This is an optimization exercise on Yosys and OpenROAD, whose aim is small area, a short achievable clock period and few clock cycles per item, not a production implementation.
Function was checked by simulation only, so behaviour that the tests miss may differ from the original.

==> flow/design.v <==
package lkdv_pkg;
	localparam int unsigned LKDV_MAX_NEIGHBOURS = 8;
	localparam int unsigned CNT_W      = 4;
	localparam int unsigned COORD_W    = 16;
	localparam int unsigned SQ_W       = 32;
	localparam int unsigned ROOT_W     = 16;
	localparam int unsigned DRIVE_W    = 15;
	localparam int unsigned QUO_W      = 15;
	localparam int unsigned PROD_W     = DRIVE_W + COORD_W;
	localparam int unsigned SQRT_STEPS = 16;
	localparam int unsigned DIV_STEPS  = 15;
	typedef enum logic {
		REG_REACH = 1'b0,
		REG_DRIVE = 1'b1
	} reg_idx_t;
	typedef struct packed {
		logic                       found;
		logic signed [COORD_W-1:0]  held_x;
		logic signed [COORD_W-1:0]  held_y;
		logic [CNT_W-1:0]           held_index;
		logic [SQ_W-1:0]            held_sq;
	} frame_t;
endpackage
module lkdv_arith (
	input  logic [31:0] acc,
	input  logic [15:0] rx,
	input  logic [15:0] ry,
	input  logic [15:0] pmask,
	output logic [31:0] acc_next
);
	logic [15:0] px;
	logic [15:0] py;
	logic        hx, lx, hy, ly;
	assign px = rx & pmask;
	assign py = ry & pmask;
	assign hx = rx[15];
	assign lx = rx[14];
	assign hy = ry[15];
	assign ly = ry[14];
	assign acc_next = {acc[27:0], hx & lx, hx & ~lx, 1'b0, lx}
	                + {12'd0, hx ? px : 16'd0, hy & ly, hy & ~ly, 1'b0, ly}
	                + {13'd0, lx ? px : 16'd0, 3'd0}
	                + {12'd0, hy ? py : 16'd0, 4'd0}
	                + {13'd0, ly ? py : 16'd0, 3'd0};
endmodule
module lkdv_qualify (
	input  logic        clk,
	input  logic        arst_n,
	input  logic        in_valid,
	output logic        in_stall,
	input  logic [15:0] offset_x,
	input  logic [15:0] offset_y,
	input  logic        present,
	input  logic        frame_end,
	input  logic [15:0] reach,
	input  logic        reach_wr,
	output logic        f_valid,
	input  logic        f_take,
	output logic        f_found,
	output logic [31:0] f_sq,
	output logic [15:0] f_mx,
	output logic [15:0] f_my,
	output logic        f_sx,
	output logic        f_sy,
	output logic [2:0]  f_idx
);
	logic        busy_q;      
	logic        cmp_q;       
	logic        r2run_q;     
	logic        r2pend_q;    
	logic        last_q;      
	logic        done_q;      
	logic        found_q;
	logic [3:0]  cnt_q;
	logic [2:0]  step_q;
	logic [15:0] rx_q;
	logic [15:0] ry_q;
	logic        sx_q;
	logic        sy_q;
	logic [2:0]  idx_q;
	logic [31:0] acc_q;
	logic [31:0] r2_q;
	logic [31:0] acc_next;
	logic [15:0] pmask;
	logic        accept;
	logic        examine;
	logic        beyond;
	always_comb begin
		case (step_q)
			3'd0: pmask = 16'h0000;
			3'd1: pmask = 16'h0003;
			3'd2: pmask = 16'h000f;
			3'd3: pmask = 16'h003f;
			3'd4: pmask = 16'h00ff;
			3'd5: pmask = 16'h03ff;
			3'd6: pmask = 16'h0fff;
			default: pmask = 16'h3fff;
		endcase
	end
	lkdv_arith u_sq (
		.acc      (acc_q),
		.rx       (rx_q),
		.ry       (ry_q),
		.pmask    (pmask),
		.acc_next (acc_next)
	);
	assign in_stall = busy_q || cmp_q || done_q || r2pend_q;
	assign accept   = in_valid && !in_stall;
	assign examine  = !cnt_q[3] && present && !found_q;
	assign beyond   = acc_q > r2_q;
	assign f_valid = done_q;
	assign f_found = found_q;
	assign f_sq    = acc_q;
	assign f_mx    = rx_q;
	assign f_my    = ry_q;
	assign f_sx    = sx_q;
	assign f_sy    = sy_q;
	assign f_idx   = idx_q;
	always_ff @(posedge clk or negedge arst_n) begin
		if (!arst_n) begin
			busy_q   <= 1'b0;
			cmp_q    <= 1'b0;
			r2run_q  <= 1'b0;
			r2pend_q <= 1'b0;
			last_q   <= 1'b0;
			done_q   <= 1'b0;
			found_q  <= 1'b0;
			cnt_q    <= 4'd0;
			step_q   <= 3'd0;
			r2_q     <= 32'd0;
		end else begin
			if (reach_wr)
				r2pend_q <= 1'b1;
			if (busy_q) begin
				step_q <= step_q + 3'd1;
				if (step_q == 3'd7) begin
					busy_q <= 1'b0;
					if (r2run_q) begin
						r2_q    <= acc_next;
						r2run_q <= 1'b0;
					end else begin
						cmp_q <= 1'b1;
					end
				end
			end else if (cmp_q) begin
				cmp_q <= 1'b0;
				if (beyond)
					found_q <= 1'b1;
				if (last_q)
					done_q <= 1'b1;
			end else if (r2pend_q && !reach_wr) begin
				r2pend_q <= 1'b0;
				r2run_q  <= 1'b1;
				busy_q   <= 1'b1;
				step_q   <= 3'd0;
			end else if (done_q) begin
				if (f_take) begin
					done_q  <= 1'b0;
					found_q <= 1'b0;
				end
			end else if (accept) begin
				if (!cnt_q[3])
					cnt_q <= cnt_q + 4'd1;
				if (frame_end)
					cnt_q <= 4'd0;
				last_q <= frame_end;
				if (examine) begin
					busy_q <= 1'b1;
					step_q <= 3'd0;
				end else if (frame_end) begin
					done_q <= 1'b1;
				end
			end
		end
	end
	always_ff @(posedge clk) begin
		if (busy_q) begin
			acc_q <= acc_next;
			rx_q  <= {rx_q[13:0], rx_q[15:14]};
			ry_q  <= {ry_q[13:0], ry_q[15:14]};
		end else if (!cmp_q && !done_q && r2pend_q && !reach_wr) begin
			acc_q <= 32'd0;
			rx_q  <= reach;
			ry_q  <= 16'd0;
		end else if (!cmp_q && !done_q && !r2pend_q && accept && examine) begin
			acc_q <= 32'd0;
			rx_q  <= offset_x[15] ? (~offset_x + 16'd1) : offset_x;
			ry_q  <= offset_y[15] ? (~offset_y + 16'd1) : offset_y;
			sx_q  <= offset_x[15];
			sy_q  <= offset_y[15];
			idx_q <= cnt_q[2:0];
		end
	end
endmodule
module lkdv_scale (
	input  logic        clk,
	input  logic        arst_n,
	input  logic        f_valid,
	output logic        f_take,
	input  logic        f_found,
	input  logic [31:0] f_sq,
	input  logic [15:0] f_mx,
	input  logic [15:0] f_my,
	input  logic        f_sx,
	input  logic        f_sy,
	input  logic [2:0]  f_idx,
	input  logic [14:0] gain,
	output logic        out_valid,
	input  logic        out_stall,
	output logic [15:0] drive_x,
	output logic [15:0] drive_y,
	output logic        has_signal,
	output logic [3:0]  chosen_index
);
	logic        b_run_q;
	logic        b_done_q;
	logic [3:0]  b_step_q;
	logic        b_found_q;
	logic [31:0] b_sq_q;
	logic [15:0] b_root_q;
	logic [16:0] b_rem_q;
	logic [31:0] b_px_q;
	logic [31:0] b_py_q;
	logic        b_sx_q;
	logic        b_sy_q;
	logic [2:0]  b_idx_q;
	logic        c_run_q;
	logic        c_out_q;
	logic [3:0]  c_step_q;
	logic        c_found_q;
	logic [31:0] c_dx_q;
	logic [31:0] c_dy_q;
	logic [15:0] c_root_q;
	logic        c_sx_q;
	logic        c_sy_q;
	logic [2:0]  c_idx_q;
	logic        b_free;
	logic        c_take;
	logic        c_free;
	logic [18:0] sq_t;
	logic [16:0] mx_s;
	logic [16:0] my_s;
	logic [17:0] dx_t;
	logic [17:0] dy_t;
	logic [15:0] qx;
	logic [15:0] qy;
	assign sq_t = {b_rem_q, b_sq_q[31:30]} - {1'b0, b_root_q, 2'b01};
	assign mx_s = {1'b0, b_px_q[31:16]} + (b_px_q[0] ? {2'b0, gain} : 17'd0);
	assign my_s = {1'b0, b_py_q[31:16]} + (b_py_q[0] ? {2'b0, gain} : 17'd0);
	assign dx_t = {c_dx_q[31:14]} - {2'b0, c_root_q};
	assign dy_t = {c_dy_q[31:14]} - {2'b0, c_root_q};
	assign c_free = !c_run_q && (!c_out_q || !out_stall);
	assign c_take = b_done_q && c_free;
	assign b_free = !b_run_q && (!b_done_q || c_take);
	assign f_take = f_valid && b_free;
	always_ff @(posedge clk or negedge arst_n) begin
		if (!arst_n) begin
			b_run_q  <= 1'b0;
			b_done_q <= 1'b0;
			b_step_q <= 4'd0;
			c_run_q  <= 1'b0;
			c_out_q  <= 1'b0;
			c_step_q <= 4'd0;
		end else begin
			if (b_run_q) begin
				b_step_q <= b_step_q + 4'd1;
				if (b_step_q == 4'd15) begin
					b_run_q  <= 1'b0;
					b_done_q <= 1'b1;
				end
			end else if (f_take) begin
				b_run_q  <= f_found;
				b_done_q <= !f_found;
				b_step_q <= 4'd0;
			end else if (c_take) begin
				b_done_q <= 1'b0;
			end
			if (c_run_q) begin
				c_step_q <= c_step_q + 4'd1;
				if (c_step_q == 4'd14) begin
					c_run_q <= 1'b0;
					c_out_q <= 1'b1;
				end
			end else if (c_take) begin
				c_run_q  <= b_found_q;
				c_out_q  <= !b_found_q;
				c_step_q <= 4'd0;
			end else if (c_out_q && !out_stall) begin
				c_out_q <= 1'b0;
			end
		end
	end
	always_ff @(posedge clk) begin
		if (b_run_q) begin
			b_sq_q <= {b_sq_q[29:0], 2'b00};
			if (!sq_t[18]) begin
				b_rem_q  <= sq_t[16:0];
				b_root_q <= {b_root_q[14:0], 1'b1};
			end else begin
				b_rem_q  <= {b_rem_q[14:0], b_sq_q[31:30]};
				b_root_q <= {b_root_q[14:0], 1'b0};
			end
			b_px_q <= {mx_s, b_px_q[15:1]};
			b_py_q <= {my_s, b_py_q[15:1]};
		end else if (f_take) begin
			b_found_q <= f_found;
			b_sq_q    <= f_sq;
			b_rem_q   <= 17'd0;
			b_root_q  <= 16'd0;
			b_px_q    <= {16'd0, f_mx};
			b_py_q    <= {16'd0, f_my};
			b_sx_q    <= f_sx;
			b_sy_q    <= f_sy;
			b_idx_q   <= f_idx;
		end
		if (c_run_q) begin
			c_dx_q <= {dx_t[17] ? c_dx_q[30:14] : dx_t[16:0], c_dx_q[13:0], !dx_t[17]};
			c_dy_q <= {dy_t[17] ? c_dy_q[30:14] : dy_t[16:0], c_dy_q[13:0], !dy_t[17]};
		end else if (c_take) begin
			c_found_q <= b_found_q;
			c_dx_q    <= b_found_q ? b_px_q : 32'd0;
			c_dy_q    <= b_found_q ? b_py_q : 32'd0;
			c_root_q  <= b_root_q;
			c_sx_q    <= b_sx_q;
			c_sy_q    <= b_sy_q;
			c_idx_q   <= b_found_q ? b_idx_q : 3'd0;
		end
	end
	assign qx = {1'b0, c_dx_q[14:0]};
	assign qy = {1'b0, c_dy_q[14:0]};
	assign out_valid    = c_out_q;
	assign drive_x      = c_sx_q ? (~qx + 16'd1) : qx;
	assign drive_y      = c_sy_q ? (~qy + 16'd1) : qy;
	assign has_signal   = c_found_q;
	assign chosen_index = {1'b0, c_idx_q};
endmodule
module link_keeping_drive_vector (
	input  logic        clk,
	input  logic        arst_n,
	input  logic        psel,
	input  logic        penable,
	input  logic        pwrite,
	input  logic [2:0]  paddr,
	input  logic [31:0] pwdata,
	output logic [31:0] prdata,
	output logic        pready,
	input  logic        in_valid,
	output logic        in_stall,
	input  logic signed [15:0] offset_x,
	input  logic signed [15:0] offset_y,
	input  logic        present,
	input  logic        frame_end,
	output logic        out_valid,
	input  logic        out_stall,
	output logic signed [15:0] drive_x,
	output logic signed [15:0] drive_y,
	output logic        has_signal,
	output logic [3:0]  chosen_index
);
	logic [15:0] reach_q;
	logic [14:0] gain_q;
	logic        wr;
	logic        f_valid;
	logic        f_take;
	logic        f_found;
	logic [31:0] f_sq;
	logic [15:0] f_mx;
	logic [15:0] f_my;
	logic        f_sx;
	logic        f_sy;
	logic [2:0]  f_idx;
	assign pready = 1'b1;
	assign wr     = psel && penable && pwrite;
	always_ff @(posedge clk or negedge arst_n) begin
		if (!arst_n) begin
			reach_q <= 16'd0;
			gain_q  <= 15'd0;
		end else if (wr) begin
			if (paddr[2])
				gain_q  <= pwdata[14:0];
			else
				reach_q <= pwdata[15:0];
		end
	end
	assign prdata = paddr[2] ? {17'd0, gain_q} : {16'd0, reach_q};
	lkdv_qualify u_qualify (
		.clk       (clk),
		.arst_n    (arst_n),
		.in_valid  (in_valid),
		.in_stall  (in_stall),
		.offset_x  (offset_x),
		.offset_y  (offset_y),
		.present   (present),
		.frame_end (frame_end),
		.reach     (reach_q),
		.reach_wr  (wr && !paddr[2]),
		.f_valid   (f_valid),
		.f_take    (f_take),
		.f_found   (f_found),
		.f_sq      (f_sq),
		.f_mx      (f_mx),
		.f_my      (f_my),
		.f_sx      (f_sx),
		.f_sy      (f_sy),
		.f_idx     (f_idx)
	);
	lkdv_scale u_scale (
		.clk          (clk),
		.arst_n       (arst_n),
		.f_valid      (f_valid),
		.f_take       (f_take),
		.f_found      (f_found),
		.f_sq         (f_sq),
		.f_mx         (f_mx),
		.f_my         (f_my),
		.f_sx         (f_sx),
		.f_sy         (f_sy),
		.f_idx        (f_idx),
		.gain         (gain_q),
		.out_valid    (out_valid),
		.out_stall    (out_stall),
		.drive_x      (drive_x),
		.drive_y      (drive_y),
		.has_signal   (has_signal),
		.chosen_index (chosen_index)
	);
endmodule
==> flow/run.sh <==
#!/bin/bash
# synth_recipe.tcl (not shown) runs the flow's synth.tcl, then flattens the netlist and writes it again
# the make line also repeats each setting of config.mk as NAME=value (left out here)
make -C /OpenROAD-flow-scripts/flow DESIGN_CONFIG=/design/flow/config.mk WORK_HOME=/design/flow/orfs CLKGATE_MAP_FILE= SYNTH_SCRIPT=/design/flow/synth_recipe.tcl finish
==> flow/config.mk <==
export PLATFORM = sky130hd
export DESIGN_NAME = link_keeping_drive_vector
export DESIGN_NICKNAME = link_keeping_drive_vector
export VERILOG_FILES = /design/flow/design.v
export SDC_FILE = /design/flow/constraint.sdc
export NUM_CORES = 4
export LEC_CHECK = 0
export CAP_MARGIN = 20
export CORE_MARGIN = 2
export CORE_UTILIZATION = 40
export PLACE_DENSITY = 0.6
export SLEW_MARGIN = 20
==> flow/constraint.sdc <==
create_clock -name core_clock -period 11.0 [get_ports {clk}]
set_input_delay 2.2000 -clock core_clock [delete_from_list [all_inputs] [get_ports {clk}]]
set_output_delay 2.2000 -clock core_clock [all_outputs]
set_load 0.01 [all_outputs]
==> run summary, run 1 <==
crit path cell chain inv_1 > ha_1 > or3_1 > o21ai_1 > a21boi_0 > and3_1 > fa_1 > fa_1 > inv_1 > fa_1 > inv_1 > ha_1 > a21oi_1 > nor2b_1 > o21ai_0 > a211o_1 > o21ai_1 > a31oi_1 > xnor2_1 > and2_1; R2R cell count 20; GR peak layer met2; Num CTS Buffers 44; Post-route DRC 0; clk latency of the worst-skew pair between 0.5 and 0.6 ns; synth top area cells edfxtp_1 (36%), dfrtp_1 (9.3%), ha_1 (7.7%); global-route wire length before repair roughly 95000 um; synth-to-layout area growth 13.9%; Main synth FF type edfxtp_1; max incr delay on CP between 0.6 and 0.7 ns; CTS tree done; Post-synth top cells edfxtp_1 (288), nand2_1 (245), inv_1 (160), o21ai_0 (160), nor2_1 (150); CP Launch Type flop; htree depth 2; synthesized area per cell ~10 um^2; post-route clock period utilization a little under three fifths; Tmin final 6.25 ns; DIE AREA slightly above 60000 um^2; Final Hold Vio Count 0; Ys Warns 3; initial antenna violation count 0; DRT iter0 DRCs about 1200; vias per cell between 5 and 6; hold crit path type flop to flop; max-slew violations 0; CTS Buffer Depth 3; # rows just under 90; vias in the first global route 17200; Root Buffer clkbuf_16; HPWL Detailed ~44000 um; layout cells sized above 1 under 10%; hold path depth 0; crit path max fanout 9; synthesis-stage register bit count 379; Worst Skew about 0.026 ns; FILL cells between 5000 and 6000; DR WL/cell between 15 and 20 um; CP required 11.33 ns; slowest library cell on the worst path a21boi_0; drt pass-1 iters 7; Finished Layout Cells 3216; CTS Sinks around 380; critical setup path kind flop to flop; core footprint roughly 60000 um^2; clock-pin slew on the worst setup and hold paths roughly 0.06 ns; Netlist cell types 73; Final #Nets 2675; Ports about 150; setup violators final 0; count leader, synth edfxtp_1; met2 usage in global routing between 30 and 40%; initial core utilization between 40% and 50%; # resized after CTS 0; cell total after placement approximately 3100; Mapped Area approximately 24000 um^2; Post-Route Setup TNS 0 ns; CTS Hold Bufs 0; Crit path arrival time about 6.6 ns; GRT Util Overall about 19%; post-CTS setup buffers 0; routed via count 17500; Reg-to-Reg End u_qualify.acc_q[29]$_SDFFCE_PN0P_; Routed WL between 60000 and 70000 um; asr flop ratio synth between 20% and 30%; Yosys top cell by area edfxtp_1; Fmax between 150 and 200 MHz; gp weighted congestion a little under 0.9; Worst Min Path Start u_qualify.idx_q[0]$_DFFE_PP_; RSZ-0062 raised after global routing false; PortBufs between 100 and 150; worst slew pin tran roughly 1.0 ns; post-route ant nets 0; outcome complete, no violations; met3 usage 2.96%; endpoint type of the worst setup path flop; EDFF count, synth about 290; post-synth top area share between 30% and 40%; Syn Inst Count between 2000 and 2500; global route overflow 0; Slew headroom 31.5%; pin count of the biggest net entering global routing 90; flop-to-flop setup slack roughly 4.8 ns; Die W 249 um; die height between 200 and 250 um; # Max-Cap Violations 0; met1 usage between 20% and 30%; Hold Path End u_scale.b_idx_q[0]$_DFFE_PP_; reg2reg start u_qualify.step_q[0]$_DFFE_PN0P_; register area share after synthesis between 40% and 50%
cells by family (layout without fill, tap and decap cells):
logic type,Yosys count,count (layout),synth area share (%)
fa+ha+maj,194,194,11.6
simple gates,720,720,14.4
compound gates,497,497,13.2
buf+inv,270,373,4.59
other cells,2,20,0.0313
mux,126,126,5.77
xor+xnor,134,134,4.93
flops,379,379,45.5
registers in the layout, summed over array words and instances (netlist names), 17 cells and up:
| signal | count |
|---|---|
| u_qualify.acc_q | 32 |
| u_qualify.r2_q | 32 |
| u_scale.b_px_q | 32 |
| u_scale.b_py_q | 32 |
| u_scale.b_rem_q | 17 |
| u_scale.b_sq_q | 32 |
| u_scale.c_dx_q | 32 |
| u_scale.c_dy_q | 32 |
cells in the final DEF (no fill, tap or decap), drive strengths merged, types with 43 or more instances in the layout:
cell type	instances
nor2	150
and2	64
o31ai	44
nand3	43
fa	47
clkbuf	57
nand2	245
clkdlybuf4s50	109
nor3	43
edfxtp	288
dfrtp	89
xnor2	71
inv	159
a21oi	106
o21ai	162
ha	147
xor2	63
mux2	98
and3	66
metrics by stage:
| step | area (um^2) | hold slack (ns) | setup slack (ns) | util (%) |
|---|---|---|---|---|
| finish | 27300 | 0.417 | 4.75 | 46.2 |
| CTS | 27300 | 0.419 | 4.31 | 46.1 |
| global route | 27300 | 0.426 | 4.33 | 46.2 |
| global placement | 25800 | 0.403 | 4.35 | 43.6 |
| floorplan | 24000 | 0.400 | 4.92 | - |
| detailed placement | 25800 | 0.406 | 4.33 | 43.6 |
routing by layer:
metal / share of wire, % / up-vias
li1: - / 8464
met2: 48 / 319
met5: 0 / -
met1: 45 / 8623
met3: 4.4 / 98
met4: 2.7 / 0
worst max path at each step:
stage,start,end,slack [ns],cells past startpoint
global route,u_qualify.step_q[0]$_DFFE_PN0P_,u_qualify.acc_q[21]$_SDFFCE_PN0P_,4.33,22
finish,u_qualify.step_q[0]$_DFFE_PN0P_,u_qualify.acc_q[29]$_SDFFCE_PN0P_,4.75,20
global placement,paddr[2],prdata[15],4.35,3
CTS,paddr[2],prdata[15],4.31,3
detailed placement,paddr[2],prdata[15],4.33,3
floorplan,out_stall,u_scale.b_px_q[0]$_DFFE_PP_,4.92,6
cell type report:
| type | count | area, um^2 | share of cell area [%] |
|---|---|---|---|
| tap | 773 | 967 | 3.54 |
| sequential | 379 | 10900 | 40.0 |
| clock inverter | 25 | 285 | 1.04 |
| clock buffer | 57 | 1210 | 4.44 |
| multi-input combinational | 1689 | 12000 | 44.1 |
| timing repair buffer | 130 | 1270 | 4.64 |
| inverter | 161 | 604 | 2.21 |
| antenna | 2 | 5.00 | 0.0183 |
worst max-delay path: cells and delay by family, from the launching register on:
| family | cells | cell delay (ns) |
|---|---|---|
| AND/OR/NAND/NOR | 4 | 0.96 |
| adder cells (fa/ha/maj) | 5 | 2.15 |
| buffers and inverters | 3 | 0.19 |
| AO/OA/AOI/OAI | 7 | 2.09 |
| flip-flops | 1 | 0.41 |
| XOR/XNOR | 1 | 0.19 |
Testbench counts, summed over its fixed seeds: cycles 79,617, frames 4,096.
==> inputs of run 2 (changes only) <==
--- a/flow/design.v
+++ b/flow/design.v
@@ -22,26 +22,38 @@
 	} frame_t;
 endpackage
 module lkdv_arith (
-	input  logic [31:0] acc,
+	input  logic [31:0] acc_s,
+	input  logic [31:0] acc_c,
 	input  logic [15:0] rx,
 	input  logic [15:0] ry,
 	input  logic [15:0] pmask,
-	output logic [31:0] acc_next
+	output logic [31:0] nxt_s,
+	output logic [31:0] nxt_c
 );
-	logic [15:0] px;
-	logic [15:0] py;
+	logic [15:0] px, py;
 	logic        hx, lx, hy, ly;
+	logic [31:0] o1, o2, o3, o4, o5, o6;
+	logic [31:0] s1, c1, s2, c2, s3, c3;
 	assign px = rx & pmask;
 	assign py = ry & pmask;
 	assign hx = rx[15];
 	assign lx = rx[14];
 	assign hy = ry[15];
 	assign ly = ry[14];
-	assign acc_next = {acc[27:0], hx & lx, hx & ~lx, 1'b0, lx}
-	                + {12'd0, hx ? px : 16'd0, hy & ly, hy & ~ly, 1'b0, ly}
-	                + {13'd0, lx ? px : 16'd0, 3'd0}
-	                + {12'd0, hy ? py : 16'd0, 4'd0}
-	                + {13'd0, ly ? py : 16'd0, 3'd0};
+	assign o1 = {acc_s[27:0], hx & lx, hx & ~lx, 1'b0, lx};
+	assign o2 = {acc_c[27:0], hy & ly, hy & ~ly, 1'b0, ly};
+	assign o3 = {12'd0, hx ? px : 16'd0, 4'd0};
+	assign o4 = {13'd0, lx ? px : 16'd0, 3'd0};
+	assign o5 = {12'd0, hy ? py : 16'd0, 4'd0};
+	assign o6 = {13'd0, ly ? py : 16'd0, 3'd0};
+	assign s1 = o1 ^ o2 ^ o3;
+	assign c1 = {((o1[30:0] & o2[30:0]) | (o1[30:0] & o3[30:0]) | (o2[30:0] & o3[30:0])), 1'b0};
+	assign s2 = o4 ^ o5 ^ o6;
+	assign c2 = {((o4[30:0] & o5[30:0]) | (o4[30:0] & o6[30:0]) | (o5[30:0] & o6[30:0])), 1'b0};
+	assign s3 = s1 ^ c1 ^ s2;
+	assign c3 = {((s1[30:0] & c1[30:0]) | (s1[30:0] & s2[30:0]) | (c1[30:0] & s2[30:0])), 1'b0};
+	assign nxt_s = s3 ^ c3 ^ c2;
+	assign nxt_c = {((s3[30:0] & c3[30:0]) | (s3[30:0] & c2[30:0]) | (c3[30:0] & c2[30:0])), 1'b0};
 endmodule
 module lkdv_qualify (
 	input  logic        clk,
@@ -65,94 +77,97 @@
 	output logic [2:0]  f_idx
 );
 	logic        busy_q;      
-	logic        cmp_q;       
+	logic        res_q;       
+	logic        chk_q;       
 	logic        r2run_q;     
 	logic        r2pend_q;    
 	logic        last_q;      
 	logic        done_q;      
 	logic        found_q;
 	logic [3:0]  cnt_q;
-	logic [2:0]  step_q;
+	logic [6:0]  pm_q;        
 	logic [15:0] rx_q;
 	logic [15:0] ry_q;
 	logic        sx_q;
 	logic        sy_q;
 	logic [2:0]  idx_q;
-	logic [31:0] acc_q;
+	logic [31:0] acc_s_q;
+	logic [31:0] acc_c_q;
 	logic [31:0] r2_q;
-	logic [31:0] acc_next;
+	logic [31:0] nxt_s;
+	logic [31:0] nxt_c;
+	logic [31:0] sum;
 	logic [15:0] pmask;
 	logic        accept;
 	logic        examine;
-	logic        beyond;
-	always_comb begin
-		case (step_q)
-			3'd0: pmask = 16'h0000;
-			3'd1: pmask = 16'h0003;
-			3'd2: pmask = 16'h000f;
-			3'd3: pmask = 16'h003f;
-			3'd4: pmask = 16'h00ff;
-			3'd5: pmask = 16'h03ff;
-			3'd6: pmask = 16'h0fff;
-			default: pmask = 16'h3fff;
-		endcase
-	end
+	logic        found;
+	logic        start;
+	assign pmask = {2'b00, pm_q[6], pm_q[6], pm_q[5], pm_q[5], pm_q[4], pm_q[4],
+	                pm_q[3], pm_q[3], pm_q[2], pm_q[2], pm_q[1], pm_q[1],
+	                pm_q[0], pm_q[0]};
 	lkdv_arith u_sq (
-		.acc      (acc_q),
-		.rx       (rx_q),
-		.ry       (ry_q),
-		.pmask    (pmask),
-		.acc_next (acc_next)
+		.acc_s (acc_s_q),
+		.acc_c (acc_c_q),
+		.rx    (rx_q),
+		.ry    (ry_q),
+		.pmask (pmask),
+		.nxt_s (nxt_s),
+		.nxt_c (nxt_c)
 	);
-	assign in_stall = busy_q || cmp_q || done_q || r2pend_q;
+	assign sum = acc_s_q + acc_c_q
+	           + (sx_q ? {15'd0, rx_q, 1'b1} : 32'd0)
+	           + (sy_q ? {15'd0, ry_q, 1'b1} : 32'd0);
+	assign found    = found_q || (chk_q && (acc_s_q > r2_q));
+	assign in_stall = busy_q || res_q || done_q || r2pend_q || (chk_q && last_q);
 	assign accept   = in_valid && !in_stall;
-	assign examine  = !cnt_q[3] && present && !found_q;
-	assign beyond   = acc_q > r2_q;
+	assign examine  = !cnt_q[3] && present && !found;
+	assign start    = r2pend_q && !reach_wr && !busy_q && !res_q && !done_q;
 	assign f_valid = done_q;
 	assign f_found = found_q;
-	assign f_sq    = acc_q;
-	assign f_mx    = rx_q;
-	assign f_my    = ry_q;
+	assign f_sq    = acc_s_q;
+	assign f_mx    = rx_q + {15'd0, sx_q};
+	assign f_my    = ry_q + {15'd0, sy_q};
 	assign f_sx    = sx_q;
 	assign f_sy    = sy_q;
 	assign f_idx   = idx_q;
 	always_ff @(posedge clk or negedge arst_n) begin
 		if (!arst_n) begin
 			busy_q   <= 1'b0;
-			cmp_q    <= 1'b0;
+			res_q    <= 1'b0;
+			chk_q    <= 1'b0;
 			r2run_q  <= 1'b0;
 			r2pend_q <= 1'b0;
 			last_q   <= 1'b0;
 			done_q   <= 1'b0;
 			found_q  <= 1'b0;
 			cnt_q    <= 4'd0;
-			step_q   <= 3'd0;
 			r2_q     <= 32'd0;
 		end else begin
+			chk_q <= 1'b0;
 			if (reach_wr)
 				r2pend_q <= 1'b1;
+			if (chk_q) begin
+				found_q <= found;
+				if (last_q)
+					done_q <= 1'b1;
+			end
 			if (busy_q) begin
-				step_q <= step_q + 3'd1;
-				if (step_q == 3'd7) begin
+				if (pm_q[6]) begin
 					busy_q <= 1'b0;
-					if (r2run_q) begin
-						r2_q    <= acc_next;
-						r2run_q <= 1'b0;
-					end else begin
-						cmp_q <= 1'b1;
-					end
+					res_q  <= 1'b1;
 				end
-			end else if (cmp_q) begin
-				cmp_q <= 1'b0;
-				if (beyond)
-					found_q <= 1'b1;
-				if (last_q)
-					done_q <= 1'b1;
-			end else if (r2pend_q && !reach_wr) begin
+			end else if (res_q) begin
+				res_q <= 1'b0;
+				if (r2run_q) begin
+					r2_q    <= sum;
+					r2run_q <= 1'b0;
+				end else begin
+					chk_q <= 1'b1;
+				end
+			end else if (start) begin
 				r2pend_q <= 1'b0;
 				r2run_q  <= 1'b1;
 				busy_q   <= 1'b1;
-				step_q   <= 3'd0;
 			end else if (done_q) begin
 				if (f_take) begin
 					done_q  <= 1'b0;
@@ -166,7 +181,6 @@
 				last_q <= frame_end;
 				if (examine) begin
 					busy_q <= 1'b1;
-					step_q <= 3'd0;
 				end else if (frame_end) begin
 					done_q <= 1'b1;
 				end
@@ -175,20 +189,31 @@
 	end
 	always_ff @(posedge clk) begin
 		if (busy_q) begin
-			acc_q <= acc_next;
-			rx_q  <= {rx_q[13:0], rx_q[15:14]};
-			ry_q  <= {ry_q[13:0], ry_q[15:14]};
-		end else if (!cmp_q && !done_q && r2pend_q && !reach_wr) begin
-			acc_q <= 32'd0;
-			rx_q  <= reach;
-			ry_q  <= 16'd0;
-		end else if (!cmp_q && !done_q && !r2pend_q && accept && examine) begin
-			acc_q <= 32'd0;
-			rx_q  <= offset_x[15] ? (~offset_x + 16'd1) : offset_x;
-			ry_q  <= offset_y[15] ? (~offset_y + 16'd1) : offset_y;
-			sx_q  <= offset_x[15];
-			sy_q  <= offset_y[15];
-			idx_q <= cnt_q[2:0];
+			acc_s_q <= nxt_s;
+			acc_c_q <= nxt_c;
+			rx_q    <= {rx_q[13:0], rx_q[15:14]};
+			ry_q    <= {ry_q[13:0], ry_q[15:14]};
+			pm_q    <= {pm_q[5:0], 1'b1};
+		end else if (res_q) begin
+			acc_s_q <= sum;
+			acc_c_q <= 32'd0;
+		end else if (start) begin
+			acc_s_q <= 32'd0;
+			acc_c_q <= 32'd0;
+			pm_q    <= 7'd0;
+			rx_q    <= reach;
+			ry_q    <= 16'd0;
+			sx_q    <= 1'b0;
+			sy_q    <= 1'b0;
+		end else if (!done_q && accept && examine) begin
+			acc_s_q <= 32'd0;
+			acc_c_q <= 32'd0;
+			pm_q    <= 7'd0;
+			rx_q    <= offset_x ^ {16{offset_x[15]}};
+			ry_q    <= offset_y ^ {16{offset_y[15]}};
+			sx_q    <= offset_x[15];
+			sy_q    <= offset_y[15];
+			idx_q   <= cnt_q[2:0];
 		end
 	end
 endmodule
==> run 2 against run 1 <==
  * Worst hold slack hardly changed
  * Routed wire length up 29%
  * First-iteration DRC count rose by 47%
  * Register-to-register slack better by 0.86 ns
  * Global-route usage up 1.9 points
  * Critical path type is now input pin to output port
  * Critical endpoint is now prdata[10]
  * Highest routed layer unchanged
==> run summary, run 2 <==
post-CTS setup buffers 0; outcome complete, no violations; HPWL Detailed 56900 um; FILL cells approximately 6700; CP top delay family buffers and inverters; met3 usage approximately 2.5%; Post-Route Setup TNS 0 ns; Root Buffer clkbuf_16; cell mode on critical path clkdlybuf4s50_1; slowest library cell on the worst path clkdlybuf4s50_1; global-route wire length before repair roughly 120000 um; crit path cell chain clkdlybuf4s50_1 > mux2_2 > clkdlybuf4s50_1; endpoint type of the worst setup path output port; synthesized area per cell around 10 um^2; CTS Sinks around 410; met2 usage in global routing 35.3%; DRT iter0 DRCs between 1500 and 2000; GR peak layer met2; crit path max fanout 18; Reg-to-Reg End u_qualify.acc_s_q[30]$_DFFE_PP_; global route overflow 0; Routed WL 77800 um; clk latency of the worst-skew pair around 0.6 ns; flop-to-flop setup slack around 5.6 ns; CTS Hold Bufs 0; hold crit path type flop to flop; CP required between 8 and 9 ns; Crit path arrival time between 4 and 5 ns; Main synth FF type edfxtp_1; Netlist cell types 80; GRT Util Overall a little over a fifth; Worst Skew approximately 0.025 ns; pin count of the biggest net entering global routing 80; routed via count between 20000 and 25000; CTS tree done; post-route ant nets 0; # Max-Cap Violations 0; Num CTS Buffers 48; setup violators final 0; post-synth top area share 34.0%; Slew headroom between 20 and 30%; gp weighted congestion 0.871; # resized after CTS 0; CTS Buffer Depth 3; post-route clock period utilization 58.8%; vias per cell between 5 and 6; initial core utilization 40.4%; most frequent cells in the layout edfxtp_1 (321), nand2_1 (299), inv_1 (237); Die W 270 um; DR WL/cell around 20 um; beginning of the critical path paddr[2]; DIE AREA 73000 um^2; cell depth of the worst setup path 3; asr flop ratio synth between 20% and 30%; EDFF count, synth ~320; Final Hold Vio Count 0; initial antenna violation count 1; met1 usage between 20 and 30%; Ys Warns 3; max incr delay on CP 1.14 ns; drt pass-1 iters 5; CP Launch Type input pin; Crit path buffers/inverters 2; vias in the first global route 21300; max-slew violations 0; PortBufs between 100 and 150; commonest non-fill, non-tap cell in the layout edfxtp_1; Post-route DRC 0; core footprint roughly 70000 um^2; worst slew pin tran 1.06 ns; count leader, synth edfxtp_1; Final #Nets 3252; reg2reg start u_qualify.sy_q$_SDFFCE_PP0P_; # rows 97; synth top area cells edfxtp_1 (34%), ha_1 (9.0%), dfrtp_1 (7.7%); Tmin final between 6 and 7 ns; Yosys top cell by area edfxtp_1; Mapped Area ~28000 um^2; R2R cell count 16; Ports 148; critical setup path kind input pin to output port; hold_ws approximately 0.42 ns; Fmax 155 MHz; layout cells sized above 1 6.22%; synthesis-stage register bit count ~410; Post-synth top cells edfxtp_1 (321), nand2_1 (301), inv_1 (238); Syn Inst Count about 2800; RSZ-0062 raised after global routing false; Worst Setup EP prdata[10]; synth-to-layout area growth 12.3%; die height 270 um; clock-pin slew on the worst setup and hold paths 0.06 ns; htree depth 2; register area share after synthesis approximately two fifths
## run 2: cell count changes in the layout (fill, tap and decap cells not counted), sizes merged, moves of 23 or more
cell / before / now
xnor2: 71 / 100
mux2: 98 / 60
inv: 159 / 238
and2: 64 / 111
nand2: 245 / 301
fa: 47 / 85
nand3: 43 / 83
ha: 147 / 203
o21ai: 162 / 188
nand4: 11 / 34
edfxtp: 288 / 321
## run 2: final cells by class
cell class	count	area (um^2)	area share, %
Timing Repair Buffer	131	1280	4.01
Inverter	238	893	2.81
Sequential cell	411	11900	37.3
Clock inverter	22	171	0.538
Multi-Input combinational cell	2058	15100	47.3
Clock buffer	66	1370	4.31
Tap cell	940	1180	3.69
Antenna cell	1	2.50	0.00786
## run 2: worst min-delay path by stage
stage / cells past startpoint / from / to / slack (ns)
6_report: 0 / u_qualify.idx_q[2]$_DFFE_PP_ / u_scale.b_idx_q[2]$_DFFE_PP_ / 0.42
5_1_grt: 0 / u_qualify.idx_q[2]$_DFFE_PP_ / u_scale.b_idx_q[2]$_DFFE_PP_ / 0.42
4_1_cts: 0 / u_qualify.idx_q[2]$_DFFE_PP_ / u_scale.b_idx_q[2]$_DFFE_PP_ / 0.42
3_5_place_dp: 0 / u_scale.b_sx_q$_DFFE_PP_ / u_scale.c_sx_q$_DFFE_PP_ / 0.41
3_3_place_gp: 0 / u_scale.b_sy_q$_DFFE_PP_ / u_scale.c_sy_q$_DFFE_PP_ / 0.40
2_1_floorplan: 0 / u_qualify.idx_q[0]$_DFFE_PP_ / u_scale.b_idx_q[0]$_DFFE_PP_ / 0.40
## run 2: logic make-up (layout without fill, tap and decap cells)
group	after synthesis	after routing	synth area share, %
AO/OA/AOI/OAI	593	593	13.7
XOR/XNOR	156	156	4.82
multiplexers	84	84	3.23
flip-flops	411	411	41.9
adder cells (fa/ha/maj)	288	288	15.0
AND/OR/NAND/NOR	919	919	16.0
other	2	19	0.0265
buffers and inverters	382	457	5.37
## run 2: metal layers
metal,vias to the layer above,share of wire [%],wire length (um)
li1,10100,-,-
met1,10600,45,34900
met2,565,48,37000
met3,107,4.9,3810
met4,0,2.6,2030
met5,-,0,0
## run 2: worst register-to-register path: stages (launching register included)
cell and delay, ns:
edfxtp_1 0.97, ha_1 0.35, inv_1 0.10, fa_1 0.47, inv_1 0.07, ha_1 0.14, ha_1 0.19, inv_1 0.07
fa_1 0.41, nor2b_1 0.16, o31a_1 0.19, o31a_1 0.19, o211ai_1 0.22, a2111oi_2 0.78, o21bai_1 0.41, a2111o_1 0.46
nand3_1 0.07
## run 2: per-stage QoR
| stage | utilization, % | worst slack, ns | area [um^2] | instances |
|---|---|---|---|---|
| after detailed placement | 43.1 | 4.51 | 30300 | 3777 |
| final | 45.4 | 4.53 | 31800 | 3867 |
| after global routing | 45.4 | 4.47 | 31800 | 3866 |
| after floorplan | - | 4.82 | 28400 | 2851 |
| after global placement | 43.1 | 4.55 | 30300 | 3776 |
| after CTS | 45.3 | 4.51 | 31800 | 3865 |
Testbench counts of run 2, summed over its fixed seeds: cycles 79,879, frames 4,096.
==> inputs of run 3 (changes only) <==
--- a/flow/design.v
+++ b/flow/design.v
@@ -250,6 +250,7 @@
 	logic        b_sy_q;
 	logic [2:0]  b_idx_q;
 	logic        c_run_q;
+	logic        c_neg_q;
 	logic        c_out_q;
 	logic [3:0]  c_step_q;
 	logic        c_found_q;
@@ -274,7 +275,7 @@
 	assign my_s = {1'b0, b_py_q[31:16]} + (b_py_q[0] ? {2'b0, gain} : 17'd0);
 	assign dx_t = {c_dx_q[31:14]} - {2'b0, c_root_q};
 	assign dy_t = {c_dy_q[31:14]} - {2'b0, c_root_q};
-	assign c_free = !c_run_q && (!c_out_q || !out_stall);
+	assign c_free = !c_run_q && !c_neg_q && (!c_out_q || !out_stall);
 	assign c_take = b_done_q && c_free;
 	assign b_free = !b_run_q && (!b_done_q || c_take);
 	assign f_take = f_valid && b_free;
@@ -284,9 +285,11 @@
 			b_done_q <= 1'b0;
 			b_step_q <= 4'd0;
 			c_run_q  <= 1'b0;
+			c_neg_q  <= 1'b0;
 			c_out_q  <= 1'b0;
 			c_step_q <= 4'd0;
 		end else begin
+			c_neg_q <= 1'b0;
 			if (b_run_q) begin
 				b_step_q <= b_step_q + 4'd1;
 				if (b_step_q == 4'd15) begin
@@ -304,8 +307,10 @@
 				c_step_q <= c_step_q + 4'd1;
 				if (c_step_q == 4'd14) begin
 					c_run_q <= 1'b0;
-					c_out_q <= 1'b1;
+					c_neg_q <= 1'b1;
 				end
+			end else if (c_neg_q) begin
+				c_out_q <= 1'b1;
 			end else if (c_take) begin
 				c_run_q  <= b_found_q;
 				c_out_q  <= !b_found_q;
@@ -341,6 +346,9 @@
 		if (c_run_q) begin
 			c_dx_q <= {dx_t[17] ? c_dx_q[30:14] : dx_t[16:0], c_dx_q[13:0], !dx_t[17]};
 			c_dy_q <= {dy_t[17] ? c_dy_q[30:14] : dy_t[16:0], c_dy_q[13:0], !dy_t[17]};
+		end else if (c_neg_q) begin
+			c_dx_q[15:0] <= c_sx_q ? (~qx + 16'd1) : qx;
+			c_dy_q[15:0] <= c_sy_q ? (~qy + 16'd1) : qy;
 		end else if (c_take) begin
 			c_found_q <= b_found_q;
 			c_dx_q    <= b_found_q ? b_px_q : 32'd0;
@@ -354,8 +362,8 @@
 	assign qx = {1'b0, c_dx_q[14:0]};
 	assign qy = {1'b0, c_dy_q[14:0]};
 	assign out_valid    = c_out_q;
-	assign drive_x      = c_sx_q ? (~qx + 16'd1) : qx;
-	assign drive_y      = c_sy_q ? (~qy + 16'd1) : qy;
+	assign drive_x      = c_dx_q[15:0];
+	assign drive_y      = c_dy_q[15:0];
 	assign has_signal   = c_found_q;
 	assign chosen_index = {1'b0, c_idx_q};
 endmodule
@@ -385,6 +393,7 @@
 	logic [15:0] reach_q;
 	logic [14:0] gain_q;
 	logic        wr;
+	logic [15:0] rd_q;
 	logic        f_valid;
 	logic        f_take;
 	logic        f_found;
@@ -407,7 +416,10 @@
 				reach_q <= pwdata[15:0];
 		end
 	end
-	assign prdata = paddr[2] ? {17'd0, gain_q} : {16'd0, reach_q};
+	always_ff @(posedge clk) begin
+		rd_q <= paddr[2] ? {1'b0, gain_q} : reach_q;
+	end
+	assign prdata = {16'd0, rd_q};
 	lkdv_qualify u_qualify (
 		.clk       (clk),
 		.arst_n    (arst_n),
==> run 3 against run 2 <==
  * Still clean
  * Worst setup slack improved by 1.3 ns
  * Count of clock-buffer cells in the layout increased by 2
  * Sequential cell count increased by 17
  * Critical path depth increased by 12
  * Clock skew decreased by 0.0022 ns
  * Routed wire length decreased by 4.7%
==> run summary, run 3 <==
count leader, synth edfxtp_1; initial core utilization around two fifths; post-route cell area around 32000 um^2; initial antenna violation count 4; CTS Sinks roughly 430; crit path cell chain and2_1 > fa_1 > inv_1 > fa_1 > inv_1 > ha_1 > nand4_1 > nor2_1 > nand4_1 > o32ai_1 > nor2_1 > a31oi_1 > a211oi_1 > or4b_1 > nand3_1; Worst Skew 0.0232 ns; synth top area cells edfxtp_1 (34%), ha_1 (9.0%), dfrtp_1 (7.8%); Final Hold Vio Count 0; endpoint type of the worst setup path flop; CTS Hold Bufs 0; hold crit path type flop to flop; Post-route DRC 0; Ys Warns 3; FILL cells about 6700; Ports 148; gp weighted congestion between 0.8 and 0.9; die height approximately 270 um; post-route ant nets 0; post-synth top area share between 30% and 40%; Routed WL ~74000 um; R2R cell count 15; EDFF count, synth roughly 320; area of the multi-input gates between 10000 and 15000 um^2; Tmin final about 5.2 ns; drt pass-1 iters 6; Root Buffer clkbuf_16; # rows between 90 and 100; asr flop ratio synth between 20% and 30%; CTS tree done; CTS Buffer Depth 3; synthesized area per cell 10.3 um^2; layout cells sized above 1 under 10%; DIE AREA 73000 um^2; vias in the first global route roughly 20000; DRT iter0 DRCs 1558; RSZ-0062 raised after global routing false; synth-to-layout area growth 12.0%; Post-Route Setup TNS 0 ns; sequential cell area about 12000 um^2; Mapped Area around 28000 um^2; global route overflow 0; CP required about 11 ns; clock-pin slew on the worst setup and hold paths 0.06 ns; post-CTS setup buffers 0; # Max-Cap Violations 0; Crit path buffers/inverters 2; commonest non-fill, non-tap cell in the layout edfxtp_1; Die W ~270 um; synthesis-stage register bit count roughly 430; critical setup path kind flop to flop; Slew headroom between 20% and 30%; PortBufs approximately 110; post-route clock period utilization between 40% and 50%; most frequent cells in the layout edfxtp_1 (321), nand2_1 (284), inv_1 (234); Crit path arrival time 5.67 ns; CP Launch Type flop; Area after DPL 30100 um^2; register area share after synthesis 43.1%; pin count of the biggest net entering global routing 121; Post-synth top cells edfxtp_1 (321), nand2_1 (285), inv_1 (235); cell depth of the worst setup path 15; Netlist cell types 80; setup violators final 0; Fmax ~190 MHz; Main synth FF type edfxtp_1; HPWL Detailed around 54000 um; routed via count around 20000; GRT Util Overall about 20%; Syn Inst Count 2750; crit path max fanout 21; CP top delay family simple AND/OR/NAND/NOR gates; max incr delay on CP 0.78 ns; Num CTS Buffers between 40 and 50; Final #Nets ~3200; slowest library cell on the worst path edfxtp_1; # resized after CTS 0; vias per cell 5.39; core footprint between 70000 and 80000 um^2; htree depth 2; global-route wire length before repair 116000 um; max-slew violations 0; DR WL/cell 19.7 um; hold path depth 0; outcome complete, no violations; Yosys top cell by area edfxtp_1; clk latency of the worst-skew pair roughly 0.59 ns; worst slew pin tran roughly 1.1 ns
-- run 3: layout make-up --
class	instances	area share, %
multi-input cells	1941	45.7
flip-flops and latches	428	38.5
clock buffers	68	4.44
repair buffers	132	3.98
well taps	940	3.70
inverters	236	2.79
clock inverters	23	0.808
diodes	3	0.0236
-- run 3: per-layer routing --
layer	part of all wire, %	vias to the layer above	track usage (%)
li1	-	9673	-
met1	45	10100	27.3
met2	48	467	33.7
met3	5.3	92	2.84
met4	2.0	4	4.99
met5	0.035	-	0
-- run 3: worst paths after layout --
kind                                              start                              end  slack [ns]
min in group asynchronous                        arst_n   u_qualify.r2_q[14]$_DFFE_PN0P_        1.58
min reg2reg                u_qualify.idx_q[1]$_DFFE_PP_     u_scale.b_idx_q[1]$_DFFE_PP_        0.40
min                        u_qualify.idx_q[1]$_DFFE_PP_     u_scale.b_idx_q[1]$_DFFE_PP_        0.40
max                        u_qualify.rx_q[14]$_DFFE_PP_  u_qualify.acc_s_q[29]$_DFFE_PP_        5.78
max in group asynchronous                        arst_n        u_scale.b_run_q$_DFF_PN0_        8.13
max reg2reg                u_qualify.rx_q[14]$_DFFE_PP_  u_qualify.acc_s_q[29]$_DFFE_PP_        5.78
-- run 3: worst register-to-register path: stages (launching register included) --
cell and delay [ns]:
edfxtp_1 0.78, and2_1 0.38, fa_1 0.51, inv_1 0.05, fa_1 0.47, inv_1 0.04
ha_1 0.37, nand4_1 0.16, nor2_1 0.22, nand4_1 0.13, o32ai_1 0.52, nor2_1 0.23
a31oi_1 0.42, a211oi_1 0.21, or4b_1 0.49, nand3_1 0.08
-- run 3: kinds of logic after synthesis --
family / share of synthesized area, %
AND/OR/NAND/NOR: 14.1
adder cells (fa/ha/maj): 15.0
flip-flops: 43.1
XOR/XNOR: 5.31
AO/OA/AOI/OAI: 12.6
other: 0.0265
buffers and inverters: 5.98
multiplexers: 3.91
-- run 3: metrics by stage --
step,hold WS (ns),std cells,util (%),setup WS (ns)
final,0.402,3771,45.3,5.78
after global routing,0.407,3768,45.3,5.48
after CTS,0.400,3768,45.3,5.01
after detailed placement,0.405,3677,42.9,4.39
after global placement,0.403,3677,42.9,4.46
after floorplan,0.400,2766,-,4.79
Testbench counts of run 3, summed over its fixed seeds: cycles 80,013, frames 4,096.
==> inputs of run 4 (changes only) <==
--- a/flow/design.v
+++ b/flow/design.v
@@ -21,6 +21,16 @@
 		logic [SQ_W-1:0]            held_sq;
 	} frame_t;
 endpackage
+module lkdv_csa (
+	input  logic [31:0] a,
+	input  logic [31:0] b,
+	input  logic [31:0] c,
+	output logic [31:0] s,
+	output logic [31:0] k
+);
+	assign s = a ^ b ^ c;
+	assign k = {(a[30:0] & b[30:0]) | (a[30:0] & c[30:0]) | (b[30:0] & c[30:0]), 1'b0};
+endmodule
 module lkdv_arith (
 	input  logic [31:0] acc_s,
 	input  logic [31:0] acc_c,
@@ -31,29 +41,36 @@
 	output logic [31:0] nxt_c
 );
 	logic [15:0] px, py;
-	logic        hx, lx, hy, ly;
-	logic [31:0] o1, o2, o3, o4, o5, o6;
-	logic [31:0] s1, c1, s2, c2, s3, c3;
-	assign px = rx & pmask;
-	assign py = ry & pmask;
-	assign hx = rx[15];
-	assign lx = rx[14];
-	assign hy = ry[15];
-	assign ly = ry[14];
-	assign o1 = {acc_s[27:0], hx & lx, hx & ~lx, 1'b0, lx};
-	assign o2 = {acc_c[27:0], hy & ly, hy & ~ly, 1'b0, ly};
-	assign o3 = {12'd0, hx ? px : 16'd0, 4'd0};
-	assign o4 = {13'd0, lx ? px : 16'd0, 3'd0};
-	assign o5 = {12'd0, hy ? py : 16'd0, 4'd0};
-	assign o6 = {13'd0, ly ? py : 16'd0, 3'd0};
-	assign s1 = o1 ^ o2 ^ o3;
-	assign c1 = {((o1[30:0] & o2[30:0]) | (o1[30:0] & o3[30:0]) | (o2[30:0] & o3[30:0])), 1'b0};
-	assign s2 = o4 ^ o5 ^ o6;
-	assign c2 = {((o4[30:0] & o5[30:0]) | (o4[30:0] & o6[30:0]) | (o5[30:0] & o6[30:0])), 1'b0};
-	assign s3 = s1 ^ c1 ^ s2;
-	assign c3 = {((s1[30:0] & c1[30:0]) | (s1[30:0] & s2[30:0]) | (c1[30:0] & s2[30:0])), 1'b0};
-	assign nxt_s = s3 ^ c3 ^ c2;
-	assign nxt_c = {((s3[30:0] & c3[30:0]) | (s3[30:0] & c2[30:0]) | (c3[30:0] & c2[30:0])), 1'b0};
+	logic [3:0]  bx, by;
+	logic [7:0]  bx2, by2;
+	logic [31:0] o [10];
+	logic [31:0] s1a, k1a, s1b, k1b, s1c, k1c;
+	logic [31:0] s2a, k2a, s2b, k2b;
+	logic [31:0] s3, k3, s4, k4;
+	assign px  = rx & pmask;
+	assign py  = ry & pmask;
+	assign bx  = rx[15:12];
+	assign by  = ry[15:12];
+	assign bx2 = {4'd0, bx} * {4'd0, bx};
+	assign by2 = {4'd0, by} * {4'd0, by};
+	assign o[0] = {acc_s[23:0], bx2};
+	assign o[1] = {acc_c[23:0], by2};
+	assign o[2] = {11'd0, bx[0] ? px : 16'd0, 5'd0};
+	assign o[3] = {10'd0, bx[1] ? px : 16'd0, 6'd0};
+	assign o[4] = {9'd0,  bx[2] ? px : 16'd0, 7'd0};
+	assign o[5] = {8'd0,  bx[3] ? px : 16'd0, 8'd0};
+	assign o[6] = {11'd0, by[0] ? py : 16'd0, 5'd0};
+	assign o[7] = {10'd0, by[1] ? py : 16'd0, 6'd0};
+	assign o[8] = {9'd0,  by[2] ? py : 16'd0, 7'd0};
+	assign o[9] = {8'd0,  by[3] ? py : 16'd0, 8'd0};
+	lkdv_csa u1a (.a(o[2]), .b(o[3]), .c(o[4]), .s(s1a), .k(k1a));
+	lkdv_csa u1b (.a(o[6]), .b(o[7]), .c(o[8]), .s(s1b), .k(k1b));
+	lkdv_csa u1c (.a(o[0]), .b(o[1]), .c(o[5]), .s(s1c), .k(k1c));
+	lkdv_csa u2a (.a(s1a),  .b(k1a),  .c(s1b),  .s(s2a), .k(k2a));
+	lkdv_csa u2b (.a(k1b),  .b(s1c),  .c(k1c),  .s(s2b), .k(k2b));
+	lkdv_csa u3  (.a(s2a),  .b(k2a),  .c(s2b),  .s(s3),  .k(k3));
+	lkdv_csa u4  (.a(s3),   .b(k3),   .c(k2b),  .s(s4),  .k(k4));
+	lkdv_csa u5  (.a(s4),   .b(k4),   .c(o[9]), .s(nxt_s), .k(nxt_c));
 endmodule
 module lkdv_qualify (
 	input  logic        clk,
@@ -85,7 +102,7 @@
 	logic        done_q;      
 	logic        found_q;
 	logic [3:0]  cnt_q;
-	logic [6:0]  pm_q;        
+	logic [2:0]  pm_q;        
 	logic [15:0] rx_q;
 	logic [15:0] ry_q;
 	logic        sx_q;
@@ -102,9 +119,7 @@
 	logic        examine;
 	logic        found;
 	logic        start;
-	assign pmask = {2'b00, pm_q[6], pm_q[6], pm_q[5], pm_q[5], pm_q[4], pm_q[4],
-	                pm_q[3], pm_q[3], pm_q[2], pm_q[2], pm_q[1], pm_q[1],
-	                pm_q[0], pm_q[0]};
+	assign pmask = {4'd0, {4{pm_q[2]}}, {4{pm_q[1]}}, {4{pm_q[0]}}};
 	lkdv_arith u_sq (
 		.acc_s (acc_s_q),
 		.acc_c (acc_c_q),
@@ -152,7 +167,7 @@
 					done_q <= 1'b1;
 			end
 			if (busy_q) begin
-				if (pm_q[6]) begin
+				if (pm_q[2]) begin
 					busy_q <= 1'b0;
 					res_q  <= 1'b1;
 				end
@@ -191,16 +206,16 @@
 		if (busy_q) begin
 			acc_s_q <= nxt_s;
 			acc_c_q <= nxt_c;
-			rx_q    <= {rx_q[13:0], rx_q[15:14]};
-			ry_q    <= {ry_q[13:0], ry_q[15:14]};
-			pm_q    <= {pm_q[5:0], 1'b1};
+			rx_q    <= {rx_q[11:0], rx_q[15:12]};
+			ry_q    <= {ry_q[11:0], ry_q[15:12]};
+			pm_q    <= {pm_q[1:0], 1'b1};
 		end else if (res_q) begin
 			acc_s_q <= sum;
 			acc_c_q <= 32'd0;
 		end else if (start) begin
 			acc_s_q <= 32'd0;
 			acc_c_q <= 32'd0;
-			pm_q    <= 7'd0;
+			pm_q    <= 3'd0;
 			rx_q    <= reach;
 			ry_q    <= 16'd0;
 			sx_q    <= 1'b0;
@@ -208,7 +223,7 @@
 		end else if (!done_q && accept && examine) begin
 			acc_s_q <= 32'd0;
 			acc_c_q <= 32'd0;
-			pm_q    <= 7'd0;
+			pm_q    <= 3'd0;
 			rx_q    <= offset_x ^ {16{offset_x[15]}};
 			ry_q    <= offset_y ^ {16{offset_y[15]}};
 			sx_q    <= offset_x[15];
@@ -250,7 +265,6 @@
 	logic        b_sy_q;
 	logic [2:0]  b_idx_q;
 	logic        c_run_q;
-	logic        c_neg_q;
 	logic        c_out_q;
 	logic [3:0]  c_step_q;
 	logic        c_found_q;
@@ -268,14 +282,16 @@
 	logic [16:0] my_s;
 	logic [17:0] dx_t;
 	logic [17:0] dy_t;
-	logic [15:0] qx;
-	logic [15:0] qy;
+	logic        sq0_ge;
+	logic [14:0] nqx;
+	logic [14:0] nqy;
 	assign sq_t = {b_rem_q, b_sq_q[31:30]} - {1'b0, b_root_q, 2'b01};
 	assign mx_s = {1'b0, b_px_q[31:16]} + (b_px_q[0] ? {2'b0, gain} : 17'd0);
 	assign my_s = {1'b0, b_py_q[31:16]} + (b_py_q[0] ? {2'b0, gain} : 17'd0);
 	assign dx_t = {c_dx_q[31:14]} - {2'b0, c_root_q};
 	assign dy_t = {c_dy_q[31:14]} - {2'b0, c_root_q};
-	assign c_free = !c_run_q && !c_neg_q && (!c_out_q || !out_stall);
+	assign sq0_ge = f_sq[31:30] != 2'd0;
+	assign c_free = !c_run_q && (!c_out_q || !out_stall);
 	assign c_take = b_done_q && c_free;
 	assign b_free = !b_run_q && (!b_done_q || c_take);
 	assign f_take = f_valid && b_free;
@@ -285,14 +301,12 @@
 			b_done_q <= 1'b0;
 			b_step_q <= 4'd0;
 			c_run_q  <= 1'b0;
-			c_neg_q  <= 1'b0;
 			c_out_q  <= 1'b0;
 			c_step_q <= 4'd0;
 		end else begin
-			c_neg_q <= 1'b0;
 			if (b_run_q) begin
 				b_step_q <= b_step_q + 4'd1;
-				if (b_step_q == 4'd15) begin
+				if (b_step_q == 4'd14) begin
 					b_run_q  <= 1'b0;
 					b_done_q <= 1'b1;
 				end
@@ -307,10 +321,8 @@
 				c_step_q <= c_step_q + 4'd1;
 				if (c_step_q == 4'd14) begin
 					c_run_q <= 1'b0;
-					c_neg_q <= 1'b1;
+					c_out_q <= 1'b1;
 				end
-			end else if (c_neg_q) begin
-				c_out_q <= 1'b1;
 			end else if (c_take) begin
 				c_run_q  <= b_found_q;
 				c_out_q  <= !b_found_q;
@@ -334,21 +346,23 @@
 			b_py_q <= {my_s, b_py_q[15:1]};
 		end else if (f_take) begin
 			b_found_q <= f_found;
-			b_sq_q    <= f_sq;
-			b_rem_q   <= 17'd0;
-			b_root_q  <= 16'd0;
-			b_px_q    <= {16'd0, f_mx};
-			b_py_q    <= {16'd0, f_my};
+			b_sq_q    <= {f_sq[29:0], 2'b00};
+			b_rem_q   <= {15'd0, sq0_ge ? f_sq[31:30] - 2'd1 : f_sq[31:30]};
+			b_root_q  <= {15'd0, sq0_ge};
+			b_px_q    <= {2'd0, f_mx[0] ? gain : 15'd0, f_mx[15:1]};
+			b_py_q    <= {2'd0, f_my[0] ? gain : 15'd0, f_my[15:1]};
 			b_sx_q    <= f_sx;
 			b_sy_q    <= f_sy;
 			b_idx_q   <= f_idx;
 		end
-		if (c_run_q) begin
+		if (c_run_q && c_step_q == 4'd14) begin
+			c_dx_q[15:0] <= c_sx_q ? (dx_t[17] ? {nqx, 1'b0} : {1'b1, ~c_dx_q[13:0], 1'b1})
+			                       : {1'b0, c_dx_q[13:0], !dx_t[17]};
+			c_dy_q[15:0] <= c_sy_q ? (dy_t[17] ? {nqy, 1'b0} : {1'b1, ~c_dy_q[13:0], 1'b1})
+			                       : {1'b0, c_dy_q[13:0], !dy_t[17]};
+		end else if (c_run_q) begin
 			c_dx_q <= {dx_t[17] ? c_dx_q[30:14] : dx_t[16:0], c_dx_q[13:0], !dx_t[17]};
 			c_dy_q <= {dy_t[17] ? c_dy_q[30:14] : dy_t[16:0], c_dy_q[13:0], !dy_t[17]};
-		end else if (c_neg_q) begin
-			c_dx_q[15:0] <= c_sx_q ? (~qx + 16'd1) : qx;
-			c_dy_q[15:0] <= c_sy_q ? (~qy + 16'd1) : qy;
 		end else if (c_take) begin
 			c_found_q <= b_found_q;
 			c_dx_q    <= b_found_q ? b_px_q : 32'd0;
@@ -359,8 +373,8 @@
 			c_idx_q   <= b_found_q ? b_idx_q : 3'd0;
 		end
 	end
-	assign qx = {1'b0, c_dx_q[14:0]};
-	assign qy = {1'b0, c_dy_q[14:0]};
+	assign nqx = {1'b1, ~c_dx_q[13:0]} + 15'd1;
+	assign nqy = {1'b1, ~c_dy_q[13:0]} + 15'd1;
 	assign out_valid    = c_out_q;
 	assign drive_x      = c_dx_q[15:0];
 	assign drive_y      = c_dy_q[15:0];
==> run 4 against run 3 <==
  * Global-route usage increased by 1.9 points
  * Utilization shrank 0.52 points
  * Count of clock-buffer cells in the layout is 3 higher
  * Via count grew 12%
  * Fmax shrank 3.6%
  * Non-clock buffer count up 3
  * Worst hold slack better by 0.017 ns
  * Cell count increased by 6.9%
  * Sequential cell count down 8
  * Still clean
==> run summary, run 4 <==
synth-to-layout area growth 10.8%; EDFF count, synth 316; CP top delay family buffers and inverters; CTS Buffer Depth 3; GRT Util Overall about 22%; Post-route DRC 0; global route overflow 0; hold crit path type flop to flop; PortBufs 111; synthesis-stage register bit count 420; Yosys top cell by area edfxtp_1; endpoint type of the worst setup path flop; clk latency of the worst-skew pair 0.62 ns; FILL cells 7085; count leader, synth edfxtp_1; flop-to-flop setup slack between 5 and 6 ns; pin count of the biggest net entering global routing just under 80; Post-synth top cells edfxtp_1 (316), inv_1 (271), nand2_1 (261); beginning of the critical path paddr[2]; commonest non-fill, non-tap cell in the layout edfxtp_1; CTS tree done; max incr delay on CP 1.13 ns; outcome complete, no violations; # rows about 100; CP required ~11 ns; Routed WL 86800 um; die height ~280 um; Fmax between 150 and 200 MHz; Finished Layout Cells about 4000; setup violators final 0; Tmin final 5.41 ns; DIE AREA 78800 um^2; gp weighted congestion 0.883; max-slew violations 0; post-route ant nets 0; R2R cell count 15; cell depth of the worst setup path 7; asr flop ratio synth between 20 and 25%; Ports 148; post-route cell area between 30000 and 40000 um^2; Reg-to-Reg End u_qualify.acc_s_q[8]$_DFFE_PP_; DRT iter0 DRCs approximately 1800; CTS Hold Bufs 0; # Max-Cap Violations 0; Area after DPL between 30000 and 40000 um^2; Worst Skew ~0.031 ns; RSZ-0062 raised after global routing false; # resized after CTS 0; hold_ws between 0.4 and 0.5 ns; Netlist cell types 84; vias in the first global route about 23000; Crit path arrival time between 5 and 6 ns; post-route clock period utilization between 40% and 50%; cell total after placement 3935; DR WL/cell between 20 and 25 um; CP Launch Type input pin; vias per cell 5.66; CTS Sinks 420; htree depth 2; layout cells sized above 1 7.60%; Die W around 280 um; Syn Inst Count 3000; Crit path buffers/inverters 3; Finished Core Util around 45%; slowest library cell on the worst path clkdlybuf4s50_1; initial antenna violation count 5; core footprint around 76000 um^2; crit path max fanout 41; HPWL Detailed 63500 um; clock-pin slew on the worst setup and hold paths 0.06 ns; synth top area cells edfxtp_1 (31%), ha_1 (10%), fa_1 (8.4%); worst slew pin tran ~1.1 ns; Ys Warns 6; most frequent cells in the layout edfxtp_1 (316), inv_1 (268), nand2_1 (260); post-CTS setup buffers 0; initial core utilization around two fifths; reg2reg start u_qualify.ry_q[14]$_DFFE_PP_; drt pass-1 iters 7; Worst Setup EP u_qualify.acc_c_q[28]$_SDFFCE_PN0P_; crit path cell chain clkdlybuf4s50_1 > nand4b_1 > buf_4 > nand3_1 > o21ai_0 > or3_2 > buf_4; global-route wire length before repair ~130000 um; Final Hold Vio Count 0; synthesized area per cell about 10 um^2; Root Buffer clkbuf_16; register area share after synthesis 39.2%; routed via count around 23000; critical setup path kind input pin to flop; Main synth FF type edfxtp_1; Final #Nets roughly 3500; Num CTS Buffers between 50 and 60; cell mode on critical path buf_4; Slew headroom roughly 28%; Mapped Area slightly above 30000 um^2; diode count 0; Post-Route Setup TNS 0 ns; post-synth top area share between 30% and 40%
run 4: cell count changes in the layout (fill, tap and decap cells not counted), moves of 26 or more:
cell,previous run,this run
fa_1,85,129
inv_1,234,268
ha_1,203,249
a22oi_1,26,0
nand3_1,59,111
and2_1,138,104
o21ai_1,37,6
nor2_1,107,140
mux2_2,71,97
run 4: worst min-delay path by stage:
| stage | startpoint | endpoint | cells after the start |
|---|---|---|---|
| 6_report | u_qualify.idx_q[2]$_DFFE_PP_ | u_scale.b_idx_q[2]$_DFFE_PP_ | 0 |
| 5_1_grt | u_qualify.idx_q[2]$_DFFE_PP_ | u_scale.b_idx_q[2]$_DFFE_PP_ | 0 |
| 4_1_cts | u_scale.b_sy_q$_DFFE_PP_ | u_scale.c_sy_q$_DFFE_PP_ | 0 |
| 3_5_place_dp | u_scale.b_sy_q$_DFFE_PP_ | u_scale.c_sy_q$_DFFE_PP_ | 0 |
| 3_3_place_gp | u_qualify.idx_q[2]$_DFFE_PP_ | u_scale.b_idx_q[2]$_DFFE_PP_ | 0 |
| 2_1_floorplan | u_qualify.idx_q[0]$_DFFE_PP_ | u_scale.b_idx_q[0]$_DFFE_PP_ | 0 |
run 4: layout make-up:
class                           instances  area, um^2  area share [%]
Clock buffer                           71        1410            4.16
Timing Repair Buffer                  135        1310            3.87
Tap cell                              978        1220            3.61
Inverter                              272        1020            3.02
Clock inverter                         24         200           0.590
Multi-Input combinational cell       2132       16700            49.4
Sequential cell                       420       12000            35.4
run 4: worst register-to-register path, delay by kind of cell, from the launching register on:
family                     cells  cell delay, ns
and+or+nand+nor                3            0.56
buffers and inverters          2            0.11
AOI/OAI and AO/OA              4            0.91
adders and majority gates      6            2.53
DFF                            1            1.04
run 4: per-stage QoR:
step	setup slack (ns)
finish	5.59
global route	5.42
CTS	5.56
detailed placement	4.94
global placement	4.97
floorplan	5.32
run 4: per-layer routing:
| metal | vias up | track usage, % | wire length (um) |
|---|---|---|---|
| li1 | 10600 | - | - |
| met1 | 11300 | 28.8 | 36800 |
| met2 | 802 | 35.8 | 40300 |
| met3 | 180 | 4.59 | 6390 |
| met4 | 8 | 8.14 | 3260 |
| met5 | - | 0 | 46 |
run 4: kinds of logic after synthesis:
family	Yosys count	share of synthesized area [%]
adders and majority gates	378	18.6
xor gates and xnor gates	152	4.40
muxes	129	4.61
DFF	420	39.2
buffers and inverters	464	6.44
and+or+nand+nor	894	14.5
other	2	0.0245
AOI/OAI and AO/OA	561	12.2
Testbench counts of run 4, summed over its fixed seeds: cycles 68,821, frames 4,096.

-- static timing again, ports no longer ideal --
The flow's constraints put no driver on any port. The routed layouts listed below were extracted and timed again, unchanged, in two steps. Step 1 assumes that a clkbuf_16 drives the clock port and a buf_2 every other input. Step 2 adds t to the input delays and takes it off the output delays; t is the mean of the earliest and latest rising clock arrival at the registers after step 1. Input paths then give back, and output paths get back, about the clock's delay inside the block. a / b / c = no drivers / after step 1 / after step 2; a / b = the first two.
run | t (ns) | setup slack, ns | worst hold slack (ns)
run 1 | 0.637 | 4.752 / 4.752 / 4.752 | 0.417 / 0.417 / 0.417
run 2 | 0.649 | 4.530 / 4.506 / 4.506 | 0.417 / 0.417 / 0.417
run 3 | 0.645 | 5.782 / 5.782 / 5.169 | 0.402 / 0.402 / 0.402
run 4 | 0.667 | 5.590 / 5.607 / 4.963 | 0.419 / 0.419 / 0.419
After both steps every run listed still meets setup and hold. The setup slack of run 4, which loses most, moves by +0.017 ns with the drivers and by -0.627 ns with both steps.
